This is an optimization exercise on Yosys and OpenROAD, whose aim is small area and a short achievable clock period, not a production implementation. Only simulation tests tie the RTL to the original design; equivalence was not proved. Power figures rest on the tool's default switching activity, not on a simulated workload.

==> flow/design.v (excerpt) <==
module branch_unit (
    input  logic        clk,
    input  logic        rst,
    input  logic        stall_id,
    input  logic        stall_ex,
    input  logic [31:0] fetch_addr,
    input  logic [31:0] pc_id,
    input  logic [31:0] instr_id,
    input  logic [31:0] rs1_val,
    input  logic [31:0] rs2_val,
    output logic        br_take,
    output logic        br_en,
    output logic        mispred,
    output logic        redirect,
    output logic [31:0] target
);
    logic        dec_br;
    logic        dec_jal;
    logic [31:0] imm_b;
    logic [31:0] imm_j;
    logic [31:0] imm_id;
    logic        ex_we;
    assign dec_br  = (instr_id[6:0] == 7'b1100011);
    assign dec_jal = (instr_id[6:0] == 7'b1101111);
    assign imm_b   = {{20{instr_id[31]}}, instr_id[7], instr_id[30:25], instr_id[11:8], 1'b0};
    assign imm_j   = {{12{instr_id[31]}}, instr_id[19:12], instr_id[20], instr_id[30:21], 1'b0};
    assign imm_id  = dec_jal ? imm_j : imm_b;
    assign ex_we   = !stall_ex || rst;
    logic       is_branch;
    logic       is_jal;
    logic [2:0] funct3;
    always_ff @(posedge clk) begin
        if (ex_we) begin
            is_branch <= dec_br & ~rst;
            is_jal    <= dec_jal & ~rst;
            target    <= (pc_id + imm_id) & {32{~rst}};
        end
    end
    always_ff @(posedge clk) begin
        if (!stall_ex) funct3 <= instr_id[14:12];
    end
    logic [31:0] cmp_lt [6];
    logic [31:0] cmp_gt [6];
    assign cmp_lt[0] = {1'b0, ~rs1_val[30:0] & rs2_val[30:0]};
    assign cmp_gt[0] = {1'b0, rs1_val[30:0] & ~rs2_val[30:0]};
    for (genvar l = 1; l < 6; l++) begin : g_cmp
        for (genvar j = 0; j < (32 >> l); j++) begin : g_node
            assign cmp_lt[l][j] = cmp_lt[l-1][2*j+1] | (~cmp_gt[l-1][2*j+1] & cmp_lt[l-1][2*j]);
            assign cmp_gt[l][j] = cmp_gt[l-1][2*j+1] | (~cmp_lt[l-1][2*j+1] & cmp_gt[l-1][2*j]);
        end
        assign cmp_lt[l][31:(32 >> l)] = '0;
        assign cmp_gt[l][31:(32 >> l)] = '0;
    end
    logic lo_lt, lo_gt, hi_lt, hi_gt, eq, lt, ltu, cond, update;
    assign lo_lt = cmp_lt[5][0];
    assign lo_gt = cmp_gt[5][0];
    assign hi_lt = ~rs1_val[31] & rs2_val[31];
    assign hi_gt = rs1_val[31] & ~rs2_val[31];
    assign eq    = ~(hi_lt | hi_gt | lo_lt | lo_gt);
    assign ltu   = hi_lt | (~hi_gt & lo_lt);
  ...
Size: ~340 flip-flops, roughly 200 I/O pins, roughly 17000 um^2 of cells after synthesis.
==> flow/config.mk <==
export PLATFORM = sky130hd
export DESIGN_NAME = branch_unit
export DESIGN_NICKNAME = branch_unit
export VERILOG_FILES = /design/flow/design.v
export SDC_FILE = /design/flow/constraint.sdc
export NUM_CORES = 4
export LEC_CHECK = 0
export ABC_AREA = 1
export CAP_MARGIN = 20
export CORE_MARGIN = 2
export CORE_UTILIZATION = 40
export CTS_BUF_LIST = sky130_fd_sc_hd__clkbuf_16
export CTS_CLUSTER_DIAMETER = 80
export CTS_CLUSTER_SIZE = 24
export SETUP_SLACK_MARGIN = 4.0
export SLEW_MARGIN = 20
export TNS_END_PERCENT = 0
==> flow/constraint.sdc <==
create_clock -name core_clock -period 6.5 [get_ports {clk}]
set_input_delay 1.3000 -clock core_clock [delete_from_list [all_inputs] [get_ports {clk}]]
set_output_delay 1.3000 -clock core_clock [all_outputs]
set_load 0.01 [all_outputs]
standard.sh (not shown) runs the stock make flow with config.mk's settings and CLKGATE_MAP_FILE= SYNTH_SCRIPT=/design/flow/synth_recipe.tcl, a recipe that flattens the netlist after the stock synthesis.
==> flow/flow/run.sh <==
#!/bin/bash
# The standard layout, with plain buf_1 cells as the port buffers instead of the
# delay cells buffer_ports picks by default (the resizer sizes them up where the
# timing needs it). Every tool's output goes to a log file in this folder.
set -euo pipefail
export BUFFER_PORTS_ARGS="-buffer_cell sky130_fd_sc_hd__buf_1"
bash standard.sh finish > standard_make.log 2>&1
The starting point finished with timing, DRC and antenna clean.
Rerun with:
--- a/flow/config.mk
+++ b/flow/config.mk
@@ -11,6 +11,7 @@
 export CORE_UTILIZATION = 40
-export CTS_BUF_LIST = sky130_fd_sc_hd__clkbuf_16
-export CTS_CLUSTER_DIAMETER = 80
-export CTS_CLUSTER_SIZE = 24
-export SETUP_SLACK_MARGIN = 4.0
+export CTS_BUF_LIST = sky130_fd_sc_hd__clkbuf_8
+export CTS_CLUSTER_DIAMETER = 60
+export CTS_CLUSTER_SIZE = 16
+export PLACE_DENSITY = 0.8
+export SETUP_SLACK_MARGIN = 2.0
 export SLEW_MARGIN = 20
Outcome: The new run passed the timing, design-rule and antenna checks; sequential power barely changes; clock-buffer cell count increases by 7; utilization fell by 0.78 points; final area goes down by 1.6%; final cell count barely changes; clock skew rose by 0.027 ns; die area is unchanged; global-route usage falls by 0.13 points; synthesized area is unchanged; routed wire length goes up by 0.49%.
Rerun with:
--- a/flow/config.mk
+++ b/flow/config.mk
@@ -10,3 +10,3 @@
 export CORE_MARGIN = 2
-export CORE_UTILIZATION = 40
+export CORE_UTILIZATION = 55
 export CTS_BUF_LIST = sky130_fd_sc_hd__clkbuf_8
Effect:
- critical path depth is higher by 2
- hold slack gains 0.030 ns
- routed wire length is lower by 4.4%
- combinational power stays flat
- cell area is lower by 1.4%
- setup slack loses 0.13 ns
- non-clock buffer count is lower by 9
Rerun with:
--- a/flow/config.mk
+++ b/flow/config.mk
@@ -10,7 +10,3 @@
 export CORE_MARGIN = 2
-export CORE_UTILIZATION = 55
-export CTS_BUF_LIST = sky130_fd_sc_hd__clkbuf_8
-export CTS_CLUSTER_DIAMETER = 60
-export CTS_CLUSTER_SIZE = 16
-export PLACE_DENSITY = 0.8
+export CORE_UTILIZATION = 40
 export SETUP_SLACK_MARGIN = 2.0
Effect:
- The changed run finished with timing, DRC and antenna clean
- register-to-register slack gains 0.13 ns
- final area climbs by a few percent
- setup slack improved by 0.16 ns
- global-route usage drops by 5.6 points
- core utilization is lower by 15 points
- routed wire length climbs by a few percent
- count of clock-buffer cells in the layout climbs by 17
- via count shrinks slightly

what the ideal ports hide:
The results above use ideal ports. As a check the final layouts listed here were re-extracted and re-timed, cells and wires unchanged. Step 1 (the two cells are an assumption about what drives the block):
set clk [get_ports {clk}]
set_driving_cell -lib_cell sky130_fd_sc_hd__clkbuf_16 $clk
set_driving_cell -lib_cell sky130_fd_sc_hd__buf_2 [delete_from_list [all_inputs] $clk]
Step 2 moves the port delays by t, midway between the first and last clock arrival at a register: inputs arrive t later, outputs are due t later. That takes back most of the time a late clock gives input paths. Three values: no drivers, after step 1, after step 2; two values: the first two.
run	shift t [ns]	setup WS [ns]	clock arrival spread, ns
the first run	0.607	1.428 / 1.314 / 1.314	0.027 / 0.027
the second run	0.693	1.412 / 1.331 / 1.094	0.054 / 0.054
the third run	0.659	1.283 / 1.224 / 1.137	0.035 / 0.035
the fourth run	0.603	1.445 / 1.354 / 1.154	0.016 / 0.017
After both steps every run listed still meets setup and hold. The setup slack of the second run, which loses most, moves by -0.081 ns with the drivers and by -0.318 ns with both steps.
